From an optimization exercise on the open Yosys and OpenROAD flow, aimed at small area; shortcuts taken in it are not production practice. Only the layout flow was run in this run; the RTL was not checked for function there. Power figures rest on the tool's default switching activity, not on a simulated workload.

### flow/flow/post_gpl.tcl
unset_dont_touch [get_cells {input* output*}]
### flow/flow/pre_gpl.tcl
# Port buffers before global placement: the smallest buffer, or a stronger one on inputs
# that fan out widely. They are marked dont_touch so that the timing-driven placement's
# remove_buffers keeps them, and released again after global placement (post_gpl.tcl).
remove_buffers
buffer_ports -inputs -outputs -buffer_cell sky130_fd_sc_hd__buf_1
foreach inst [get_cells input*] {
  set out [get_pins -of_objects $inst -filter "direction == output"]
  set loads [get_pins -of_objects [get_nets -of_objects $out] -filter "direction == input"]
  if {[llength $loads] >= 6} {
    replace_cell $inst sky130_fd_sc_hd__buf_4
  }
}
set_dont_touch [get_cells {input* output*}]
### flow/design.v
module pe_dot_lane (
    input  logic [71:0]  p,
    output logic [18:0]  d
);
    wire t1 = p[0] ^ p[8];
    wire t2 = p[1] ^ p[8];
    wire t3 = p[2] ^ p[8];
    wire t4 = p[3] ^ p[8];
    wire t5 = p[4] ^ p[8];
    wire t6 = p[5] ^ p[8];
    wire t7 = p[6] ^ p[8];
    wire t8 = p[7] ^ p[8];
    wire t9 = p[9] ^ p[17];
    wire t10 = p[10] ^ p[17];
    wire t11 = p[11] ^ p[17];
    wire t12 = p[12] ^ p[17];
    wire t13 = p[13] ^ p[17];
    wire t14 = p[14] ^ p[17];
    wire t15 = p[15] ^ p[17];
    wire t16 = p[16] ^ p[17];
    wire t17 = p[18] ^ p[26];
    wire t18 = p[19] ^ p[26];
    wire t19 = p[20] ^ p[26];
    wire t20 = p[21] ^ p[26];
    wire t21 = p[22] ^ p[26];
    wire t22 = p[23] ^ p[26];
    wire t23 = p[24] ^ p[26];
    wire t24 = p[25] ^ p[26];
    wire t25 = p[27] ^ p[35];
    wire t26 = p[28] ^ p[35];
    wire t27 = p[29] ^ p[35];
    wire t28 = p[30] ^ p[35];
    wire t29 = p[31] ^ p[35];
    wire t30 = p[32] ^ p[35];
    wire t31 = p[33] ^ p[35];
    wire t32 = p[34] ^ p[35];
    wire t33 = p[36] ^ p[44];
    wire t34 = p[37] ^ p[44];
    wire t35 = p[38] ^ p[44];
    wire t36 = p[39] ^ p[44];
    wire t37 = p[40] ^ p[44];
    wire t38 = p[41] ^ p[44];
    wire t39 = p[42] ^ p[44];
    wire t40 = p[43] ^ p[44];
    wire t41 = p[45] ^ p[53];
    wire t42 = p[46] ^ p[53];
    wire t43 = p[47] ^ p[53];
    wire t44 = p[48] ^ p[53];
    wire t45 = p[49] ^ p[53];
    wire t46 = p[50] ^ p[53];
    wire t47 = p[51] ^ p[53];
    wire t48 = p[52] ^ p[53];
    wire t49 = p[54] ^ p[62];
    wire t50 = p[55] ^ p[62];
    wire t51 = p[56] ^ p[62];
    wire t52 = p[57] ^ p[62];
    wire t53 = p[58] ^ p[62];
    wire t54 = p[59] ^ p[62];
    wire t55 = p[60] ^ p[62];
    wire t56 = p[61] ^ p[62];
    wire t57 = p[63] ^ p[71];
    wire t58 = p[64] ^ p[71];
    wire t59 = p[65] ^ p[71];
    wire t60 = p[66] ^ p[71];
    wire t61 = p[67] ^ p[71];
    wire t62 = p[68] ^ p[71];
    wire t63 = p[69] ^ p[71];
    wire t64 = p[70] ^ p[71];
    wire t65, t66;
    pe_fa u_t65 (.a(p[8]), .b(p[17]), .c(p[26]), .s(t65), .co(t66));
    wire t67, t68;
    pe_fa u_t67 (.a(p[35]), .b(p[44]), .c(p[53]), .s(t67), .co(t68));
    wire t69, t70;
    pe_fa u_t69 (.a(p[62]), .b(p[71]), .c(t65), .s(t69), .co(t70));
    wire t71, t72;
    pe_ha u_t71 (.a(t67), .b(t69), .s(t71), .co(t72));
    wire t73, t74;
    pe_fa u_t73 (.a(t66), .b(t68), .c(t70), .s(t73), .co(t74));
    wire t75, t76;
    pe_ha u_t75 (.a(t72), .b(t73), .s(t75), .co(t76));
    wire t77, t78;
    pe_ha u_t77 (.a(t74), .b(t76), .s(t77), .co(t78));
    wire t79 = t75 | t71;
    wire t80 = t77 | t79;
    wire t81 = t78 | t80;
    wire t82 = t75 ^ t71;
    wire t83 = t77 ^ t79;
    wire t84 = t78 ^ t80;
    wire t85, t86;
    pe_fa u_t85 (.a(t1), .b(t9), .c(t17), .s(t85), .co(t86));
    wire t87, t88;
    pe_fa u_t87 (.a(t25), .b(t33), .c(t41), .s(t87), .co(t88));
    wire t89, t90;
    pe_fa u_t89 (.a(t49), .b(t57), .c(t85), .s(t89), .co(t90));
    wire t91, t92;
    pe_fa u_t91 (.a(t87), .b(t89), .c(t71), .s(t91), .co(t92));
    wire t93, t94;
    pe_fa u_t93 (.a(t2), .b(t10), .c(t18), .s(t93), .co(t94));
    wire t95, t96;
    pe_fa u_t95 (.a(t26), .b(t34), .c(t42), .s(t95), .co(t96));
    wire t97, t98;
    pe_fa u_t97 (.a(t50), .b(t58), .c(t86), .s(t97), .co(t98));
    wire t99, t100;
    pe_fa u_t99 (.a(t88), .b(t93), .c(t95), .s(t99), .co(t100));
    wire t101, t102;
    pe_fa u_t101 (.a(t90), .b(t97), .c(t99), .s(t101), .co(t102));
    wire t103, t104;
    pe_fa u_t103 (.a(t75), .b(t92), .c(t101), .s(t103), .co(t104));
    wire t105, t106;
    pe_fa u_t105 (.a(t3), .b(t11), .c(t19), .s(t105), .co(t106));
    wire t107, t108;
    pe_fa u_t107 (.a(t27), .b(t35), .c(t43), .s(t107), .co(t108));
    wire t109, t110;
    pe_fa u_t109 (.a(t51), .b(t59), .c(t94), .s(t109), .co(t110));
    wire t111, t112;
    pe_fa u_t111 (.a(t96), .b(t105), .c(t107), .s(t111), .co(t112));
    wire t113, t114;
    pe_fa u_t113 (.a(t98), .b(t100), .c(t109), .s(t113), .co(t114));
    wire t115, t116;
    pe_fa u_t115 (.a(t111), .b(t102), .c(t113), .s(t115), .co(t116));
    wire t117, t118;
    pe_fa u_t117 (.a(t77), .b(t104), .c(t115), .s(t117), .co(t118));
    wire t119, t120;
    pe_fa u_t119 (.a(t4), .b(t12), .c(t20), .s(t119), .co(t120));
    wire t121, t122;
    pe_fa u_t121 (.a(t28), .b(t36), .c(t44), .s(t121), .co(t122));
    wire t123, t124;
    pe_fa u_t123 (.a(t52), .b(t60), .c(t106), .s(t123), .co(t124));
    wire t125, t126;
    pe_fa u_t125 (.a(t108), .b(t119), .c(t121), .s(t125), .co(t126));
    wire t127, t128;
    pe_fa u_t127 (.a(t110), .b(t112), .c(t123), .s(t127), .co(t128));
    wire t129, t130;
    pe_fa u_t129 (.a(t125), .b(t114), .c(t127), .s(t129), .co(t130));
    wire t131, t132;
    pe_fa u_t131 (.a(t78), .b(t116), .c(t129), .s(t131), .co(t132));
    wire t133, t134;
    pe_fa u_t133 (.a(t5), .b(t13), .c(t21), .s(t133), .co(t134));
    wire t135, t136;
    pe_fa u_t135 (.a(t29), .b(t37), .c(t45), .s(t135), .co(t136));
    wire t137, t138;
    pe_fa u_t137 (.a(t53), .b(t61), .c(t120), .s(t137), .co(t138));
    wire t139, t140;
    pe_fa u_t139 (.a(t122), .b(t133), .c(t135), .s(t139), .co(t140));
    wire t141, t142;
    pe_fa u_t141 (.a(t124), .b(t126), .c(t137), .s(t141), .co(t142));
    wire t143, t144;
    pe_fa u_t143 (.a(t139), .b(t128), .c(t141), .s(t143), .co(t144));
    wire t145, t146;
    pe_ha u_t145 (.a(t130), .b(t143), .s(t145), .co(t146));
    wire t147, t148;
    pe_fa u_t147 (.a(t6), .b(t14), .c(t22), .s(t147), .co(t148));
    wire t149, t150;
    pe_fa u_t149 (.a(t30), .b(t38), .c(t46), .s(t149), .co(t150));
    wire t151, t152;
    pe_fa u_t151 (.a(t54), .b(t62), .c(t134), .s(t151), .co(t152));
    wire t153, t154;
    pe_fa u_t153 (.a(t136), .b(t147), .c(t149), .s(t153), .co(t154));
    wire t155, t156;
    pe_fa u_t155 (.a(t138), .b(t140), .c(t151), .s(t155), .co(t156));
    wire t157, t158;
    pe_fa u_t157 (.a(t153), .b(t142), .c(t155), .s(t157), .co(t158));
    wire t159, t160;
    pe_fa u_t159 (.a(t144), .b(t157), .c(t146), .s(t159), .co(t160));
    wire t161, t162;
    pe_fa u_t161 (.a(t7), .b(t15), .c(t23), .s(t161), .co(t162));
    wire t163, t164;
    pe_fa u_t163 (.a(t31), .b(t39), .c(t47), .s(t163), .co(t164));
    wire t165, t166;
    pe_fa u_t165 (.a(t55), .b(t63), .c(t148), .s(t165), .co(t166));
    wire t167, t168;
    pe_fa u_t167 (.a(t150), .b(t161), .c(t163), .s(t167), .co(t168));
    wire t169, t170;
    pe_fa u_t169 (.a(t152), .b(t154), .c(t165), .s(t169), .co(t170));
    wire t171, t172;
    pe_fa u_t171 (.a(t167), .b(t156), .c(t169), .s(t171), .co(t172));
    wire t173, t174;
    pe_ha u_t173 (.a(t158), .b(t171), .s(t173), .co(t174));
    wire t175, t176;
    pe_fa u_t175 (.a(t8), .b(t16), .c(t24), .s(t175), .co(t176));
    wire t177, t178;
    pe_fa u_t177 (.a(t32), .b(t40), .c(t48), .s(t177), .co(t178));
    wire t179, t180;
    pe_fa u_t179 (.a(t56), .b(t64), .c(t162), .s(t179), .co(t180));
    wire t181, t182;
    pe_fa u_t181 (.a(t164), .b(t175), .c(t177), .s(t181), .co(t182));
    wire t183, t184;
    pe_fa u_t183 (.a(t166), .b(t168), .c(t179), .s(t183), .co(t184));
    wire t185, t186;
    pe_fa u_t185 (.a(t181), .b(t170), .c(t183), .s(t185), .co(t186));
    wire t187, t188;
    pe_fa u_t187 (.a(t172), .b(t185), .c(t174), .s(t187), .co(t188));
    wire t189, t190;
    pe_fa u_t189 (.a(t176), .b(t178), .c(t180), .s(t189), .co(t190));
    wire t191, t192;
    pe_fa u_t191 (.a(t182), .b(t71), .c(t184), .s(t191), .co(t192));
    wire t193, t194;
    pe_fa u_t193 (.a(t189), .b(t186), .c(t191), .s(t193), .co(t194));
    wire t195, t196;
    pe_fa u_t195 (.a(t190), .b(t192), .c(t82), .s(t195), .co(t196));
    assign d[0] = t91;
    assign d[1] = t103;
    assign d[2] = t117;
    assign d[3] = t118;
    assign d[4] = t131;
    assign d[5] = t132;
    assign d[6] = t145;
    assign d[7] = t159;
    assign d[8] = t160;
    assign d[9] = t173;
    assign d[10] = t187;
    assign d[11] = t188;
    assign d[12] = t193;
    assign d[13] = t194;
    assign d[14] = t195;
    assign d[15] = t83;
    assign d[16] = t196;
    assign d[17] = t84;
    assign d[18] = t81;
endmodule
module pe_acc_add (
    input  logic [12:0]  base,
    input  logic [18:0]  d,
    output logic [12:0]  sum
);
    wire t1, t2;
    pe_fa u_t1 (.a(base[3]), .b(d[3]), .c(d[4]), .s(t1), .co(t2));
    wire t3, t4;
    pe_fa u_t3 (.a(base[4]), .b(d[5]), .c(d[6]), .s(t3), .co(t4));
    wire t5, t6;
    pe_ha u_t5 (.a(base[5]), .b(d[7]), .s(t5), .co(t6));
    wire t7, t8;
    pe_fa u_t7 (.a(base[6]), .b(d[8]), .c(d[9]), .s(t7), .co(t8));
    wire t9, t10;
    pe_ha u_t9 (.a(base[7]), .b(d[10]), .s(t9), .co(t10));
    wire t11, t12;
    pe_fa u_t11 (.a(base[8]), .b(d[11]), .c(d[12]), .s(t11), .co(t12));
    wire t13, t14;
    pe_fa u_t13 (.a(base[9]), .b(d[13]), .c(d[14]), .s(t13), .co(t14));
    wire t15, t16;
    pe_fa u_t15 (.a(base[10]), .b(d[15]), .c(d[16]), .s(t15), .co(t16));
    wire t17, t18;
    pe_ha u_t17 (.a(base[11]), .b(d[17]), .s(t17), .co(t18));
    wire t19, t20;
    pe_ha u_t19 (.a(base[0]), .b(d[0]), .s(t19), .co(t20));
    wire t21, t22;
    pe_fa u_t21 (.a(base[1]), .b(d[1]), .c(t20), .s(t21), .co(t22));
    wire t23, t24;
    pe_fa u_t23 (.a(base[2]), .b(d[2]), .c(t22), .s(t23), .co(t24));
    wire t25, t26;
    pe_ha u_t25 (.a(t1), .b(t24), .s(t25), .co(t26));
    wire t27, t28;
    pe_fa u_t27 (.a(t2), .b(t3), .c(t26), .s(t27), .co(t28));
    wire t29, t30;
    pe_fa u_t29 (.a(t4), .b(t5), .c(t28), .s(t29), .co(t30));
    wire t31, t32;
    pe_fa u_t31 (.a(t6), .b(t7), .c(t30), .s(t31), .co(t32));
    wire t33, t34;
    pe_ha u_t33 (.a(t8), .b(t9), .s(t33), .co(t34));
    wire t35, t36;
    pe_fa u_t35 (.a(t10), .b(t11), .c(t34), .s(t35), .co(t36));
    wire t37, t38;
    pe_fa u_t37 (.a(t12), .b(t13), .c(t36), .s(t37), .co(t38));
    wire t39, t40;
    pe_fa u_t39 (.a(t14), .b(t15), .c(t38), .s(t39), .co(t40));
    wire t41, t42;
    pe_fa u_t41 (.a(t16), .b(t17), .c(t40), .s(t41), .co(t42));
    wire t43 = t18 ^ base[12] ^ d[18] ^ t42;
    wire t44 = t33 ^ t32;
    wire t45 = t32 & t33;
    wire t46 = t35 ^ t45;
    wire t47 = t33 & t35;
    wire t48 = t32 & t47;
    wire t49 = t37 ^ t48;
    wire t50 = t47 & t37;
    wire t51 = t32 & t50;
    wire t52 = t39 ^ t51;
    wire t53 = t50 & t39;
    wire t54 = t32 & t53;
    wire t55 = t41 ^ t54;
    wire t56 = t53 & t41;
    wire t57 = t32 & t56;
    wire t58 = t43 ^ t57;
    assign sum[0] = t19;
    assign sum[1] = t21;
    assign sum[2] = t23;
    assign sum[3] = t25;
    assign sum[4] = t27;
    assign sum[5] = t29;
    assign sum[6] = t31;
    assign sum[7] = t44;
    assign sum[8] = t46;
    assign sum[9] = t49;
    assign sum[10] = t52;
    assign sum[11] = t55;
    assign sum[12] = t58;
endmodule
module pe_dot_accum_4xpack #(
    parameter int DOT_SIZE          = 8,
    parameter int MULT_OUTPUT_WIDTH = 9,
    parameter int MULT_LATENCY      = 3,
    parameter int ACCUM_WIDTH       = 12
) (
    input  logic                                                   clock,
    input  logic                                                   reset,
    input  logic                                                   i_valid,
    input  logic                                                   i_first,
    input  logic                                                   i_last,
    input  logic [1:0][1:0][DOT_SIZE-1:0][MULT_OUTPUT_WIDTH-1:0] i_mult_output,
    input  logic                                                   i_ready,
    output logic                                                   o_valid,
    output logic [1:0][1:0][ACCUM_WIDTH-1:0]                       o_result,
    output logic                                                   o_overflow
);
    logic [3:0] r_v, r_f, r_l;
    logic       r_ld, r_empty;
    always_ff @(posedge clock) begin
        r_f <= {r_f[2:0], i_first};
        r_l <= {r_l[2:0], i_last};
        if (reset) begin
            r_v  <= '0;
            r_ld <= 1'b0;
        end else begin
            r_v  <= {r_v[2:0], i_valid};
            r_ld <= r_v[3] & r_l[3];
        end
    end
    always_ff @(posedge clock) begin
        if (reset)
            r_empty <= 1'b1;
        else if (r_v[3])
            r_empty <= 1'b0;
    end
    logic w_start;
    assign w_start = r_f[3] | r_empty;
    logic [3:0][12:0] r_acc;
    logic [3:0][11:0] w_res;
    for (genvar n = 0; n < 4; n++) begin : g_lane
        logic [18:0] w_d, r_d;
        logic [12:0] w_sum;
        logic        w_clip;
        pe_dot_lane u_dot (.p(i_mult_output[n/2][n%2]), .d(w_d));
        always_ff @(posedge clock)
            r_d <= w_d;
        pe_acc_add u_add (.base(w_start ? 13'd0 : r_acc[n]), .d(r_d), .sum(w_sum));
        assign w_clip = r_acc[n][12] ^ r_acc[n][11];
        always_ff @(posedge clock)
            if (r_v[3] && (w_start || !w_clip))
                r_acc[n] <= w_sum;
        assign w_res[n] = w_clip ? {r_acc[n][12], {11{~r_acc[n][12]}}} : r_acc[n][11:0];
    end
    always_ff @(posedge clock) begin
        if (!o_valid || i_ready)
            o_result <= w_res;
        if (reset) begin
            o_valid    <= 1'b0;
            o_overflow <= 1'b0;
        end else if (r_ld) begin
            if (o_valid && !i_ready)
                o_overflow <= 1'b1;
            else
                o_valid <= 1'b1;
        end else if (i_ready) begin
            o_valid <= 1'b0;
        end
    end
endmodule
module pe_fa (
    input  logic a, b, c,
    output logic s, co
);
    assign s  = a ^ b ^ c;
    assign co = (a & b) | (a & c) | (b & c);
endmodule
module pe_ha (
    input  logic a, b,
    output logic s, co
);
    assign s  = a ^ b;
    assign co = a & b;
endmodule
### flow/flow/run.sh
#!/bin/bash
# Standard layout with our own port buffers (flow/pre_gpl.tcl) and a leaner clock tree.
set -euo pipefail
bash standard.sh DONT_BUFFER_PORTS=1 \
  PRE_GLOBAL_PLACE_TCL="$PWD/flow/pre_gpl.tcl" POST_GLOBAL_PLACE_TCL="$PWD/flow/post_gpl.tcl" \
  CTS_ARGS="-sink_clustering_enable -repair_clock_nets -root_buf sky130_fd_sc_hd__clkbuf_16 -sink_clustering_buffer sky130_fd_sc_hd__clkbuf_8 -buf_list sky130_fd_sc_hd__clkbuf_8 -dont_use_dummy_load" \
  finish > standard_flow.log 2>&1
### flow/config.mk
export PLATFORM = sky130hd
export DESIGN_NAME = pe_dot_accum_4xpack
export DESIGN_NICKNAME = pe_dot_accum_4xpack
export VERILOG_FILES = /design/flow/design.v
export SDC_FILE = /design/flow/constraint.sdc
export NUM_CORES = 4
export LEC_CHECK = 0
export CAP_MARGIN = 20
export CORE_MARGIN = 2
export CORE_UTILIZATION = 40
export SLEW_MARGIN = 20
export SYNTH_HIERARCHICAL = 1
export SYNTH_MINIMUM_KEEP_SIZE = 0
### flow/constraint.sdc
create_clock -name core_clock -period 4.5 [get_ports {clock}]
set_input_delay 0.9000 -clock core_clock [delete_from_list [all_inputs] [get_ports {clock}]]
set_output_delay 0.9000 -clock core_clock [all_outputs]
set_load 0.01 [all_outputs]
### flow/standard.sh
#!/bin/bash
# synth_recipe.tcl (not shown) runs the flow's synth.tcl, then flattens the netlist and writes it again
# the make line also repeats each setting of config.mk as NAME=value (left out here)
make -C /OpenROAD-flow-scripts/flow DESIGN_CONFIG=/design/flow/config.mk WORK_HOME=/design/flow/orfs CLKGATE_MAP_FILE= SYNTH_SCRIPT=/design/flow/synth_recipe.tcl "${@:-finish}"
==> impl_metrics.tcl <==
set metrics [dict create \
    hpwl_mm 25.4 \
    port_buffers 343 \
    ys_warn_count 7 \
    cts_made_buffers 17 \
    htreeDepth 4 \
    track_usage_pct 14.4 \
    antenna_found_initial 1 \
    start_kind "flip-flop" \
    yosysSeqAreaShare_pct 29.4 \
    slew-limit-headroom_pct 33.1 \
    dieArea_um2 42900 \
    rows 74 \
    final.setup.tns_ns 0 \
    avgSynthCellArea_um2 13.8 \
    coreArea_um2 40700 \
    fin_area_um2 17400 \
    finalSetupViolCount 0 \
    postCtsSetupRepairBufs 0 \
    ys_seq_elements 192 \
    synthAdderAreaFrac_pct 40.6 \
    syn-num-nets 1847 \
    rsz0062_at_grt "no" \
    routed_wl_mm 29.2 \
    grt_max_degree 27 \
    finalHoldViolations 0 \
    irDropWorstVdd_uv 209 \
    synth_edf_count 100 \
    num_vias 8495 \
    yosysUniqueCellTypes 24 \
    dr.pass1.iters 4 \
    ant_nets 0 \
    post_drt_wl_per_cell_um 15.2 \
    fin_crit_sh_pct 84.4 \
    p_leak_nw 7.05 \
    synth_top_family_by_area "adder cells" \
    clkTransAtPathRegs_ns 0.08 \
    first_iter_violations 233 \
    cts.sinks 192 \
    io_pins 344 \
    grt_overflow 0 \
    synth_most_common_cell "fa_1" \
    synth-main-ff-cell "edfxtp_1" \
    multi_input_area_um2 10100 \
    synth.mux.area_fraction_pct 0 \
    netlist_area_um2 16500 \
    cts_tree "yes" \
    whs_ns 0.329 \
    maxSlewViolCount 0 \
    maxCapViolCount 0 \
    fmax_mhz 263 \
    viasPerCell 4.44 \
    end_kind "flip-flop" \
    grt_pass1_wl_mm 49.1 \
    synth_xor_area_share_pct 15.3 \
    ctsHoldBuffers 0 \
    crit_type "reg2reg" \
    hold_depth 0 \
    placed_area_um2 17200 \
    status "no timing/DRC/antenna violations" \
    fillers 3830 \
    synth_compound_area_share_pct 1.96 \
    synthArstFlopShare_pct 0 \
    tightestPinTransition_ns 1.00 \
    die_h_um 207 \
    drive_above_1_share_pct 4.78 \
    nets 2038 \
    grt_pass1_vias 9911 \
    cts.path.max_buffers 2 \
    hp-class "reg2reg" \
    synth-simple-area-share_pct 3.28 \
    drc 0 \
    area_growth_pct 5.78 \
    placed_cells 1896 \
    crit_fanout 25 \
    arrival_ns 3.94 \
    power.density_nw_per_um2 508 \
    synth_area_leader_cell "fa_1" \
    reg2reg_depth 12 \
    synthTopCellsByCount "fa_1, xor2_1, buf_4" \
    finalNonFillerCells 1915 \
    netlist_instances 1193 \
    clockRootBuffer "clkbuf_16" \
    netlist_top_cells_area "fa_1, edfxtp_1, xor2_1, dfxtp_1, buf_4" \
    period_needed_ns 3.80 \
    floorplan.initialDensity_pct 40.5 \
    crit_required_ns 4.65 \
    seq_area_um2 4840 \
    clock_latency_ns 0.40 \
    skew_ns 0.0238 \
    cts_resized 0 \
    synthDominantCellAreaShare_pct 35.4 \
    die_w_um 207 \
]
==> power by group <==
part,switching (W),internal (W),leakage (nW),total (W)
Clock,0.000522,0.000358,0.127,0.000880
Sequential,0.000199,0.00263,1.76,0.00283
Combinational,0.00263,0.00252,5.17,0.00516
==> per-module statistics from Yosys, one instance, submodules excluded <==
module	flip-flops and latches	cell area [um^2]
pe_acc_add	0	205
pe_dot_accum_4xpack	192	5880
pe_dot_lane	0	850
pe_fa	0	20.0
pe_ha	0	12.5
==> critical path: stages, from the launching register on <==
cell	delay, ns
dfxtp_1	0.37
nor2_4	0.10
buf_12	0.17
and2_1	0.16
ha_1	0.20
fa_1	0.37
fa_1	0.39
ha_1	0.21
fa_1	0.38
fa_1	0.39
fa_1	0.43
ha_1	0.23
xor2_1	0.15
==> final timing paths <==
kind,start,slack [ns],to
max,r_empty,0.70,r_acc[21]
min,r_f[2],0.33,r_f[3]
max reg2reg,r_empty,0.70,r_acc[21]
min reg2reg,r_f[2],0.33,r_f[3]
==> final cells by class <==
cell class                 instances  area share [%]
tap                              532            3.82
multi-input combinational        788            57.8
timing repair buffer             348            8.38
antenna                            1          0.0143
inverter                          37           0.796
clock buffer                      17            1.41
sequential                       192            27.8
==> stage by stage <==
stage                     total power (W)  worst slack, ns  utilization [%]
final                             0.00887            0.704             42.8
after global routing               0.0101            0.490             42.8
after CTS                         0.00916            0.673             42.8
after detailed placement          0.00824            0.543             42.2
after global placement            0.00805            0.576             42.2
after floorplan                   0.00993            0.604                -
==> metal layers <==
layer  share of wire, %  GRT usage (%)  vias to the layer above
met5                  0              0                        -
met4                1.8           4.51                        0
met3                3.2           1.99                       31
met2                 51           25.2                      185
met1                 44           18.4                     4276
li1                   -              -                     4003
==> cell usage in the layout, fill, tap and decap left out <==
master and n:
nor2_2 1, and4_4 4, fa_1 292, and2_1 37, buf_4 37, diode_2 1, nand2b_1 1, ha_1 68
clkbuf_16 1, a21o_1 34, buf_1 310, nor2b_1 5, nand2_1 5, nor3_1 19, inv_1 37, a21oi_1 12
nand2b_2 1, nor2_4 1, nand3_1 8, xnor2_1 20, o31ai_1 1, edfxtp_1 100, buf_12 1, dfxtp_1 92
or2_2 4, clkbuf_8 16, nor2_1 7, xor2_1 268
==> state kept, by name, summed over array words and instances (netlist names) <==
register    cells
g_lane.r_d     76
o_overflow      1
o_result       48
o_valid         1
r_acc          52
r_empty         1
r_f             4
r_l             4
r_ld            1
r_v             4
==> cell families after synthesis <==
group / after synthesis
xor+xnor: 288
simple gates: 93
buf+inv: 213
flops: 192
fa+ha+maj: 360
compound gates: 47

-- static timing again, ports no longer ideal --
In the flow no input, the clock included, has a driving cell. The finished layout below was timed again as built, in two steps.
Step 1: set_driving_cell puts a clkbuf_16 on clock and a buf_2 on each other input, an assumption about the parent block.
Step 2 adds t to the input delays and takes it off the output delays; t is the mean of the earliest and latest rising clock arrival at the registers after step 1. Input paths then give back, and output paths get back, about the clock's delay inside the block.
Slacks: no drivers / after step 1 / after step 2; pairs: no drivers / after step 1.
t (ns): 0.426
setup slack, ns: 0.704 / 0.704 / 0.530
worst setup path after step 2: input to register
After both steps this run still meets setup and hold. For this run, drivers alone change the setup slack by 0.000 ns; drivers and shift together by -0.174 ns.
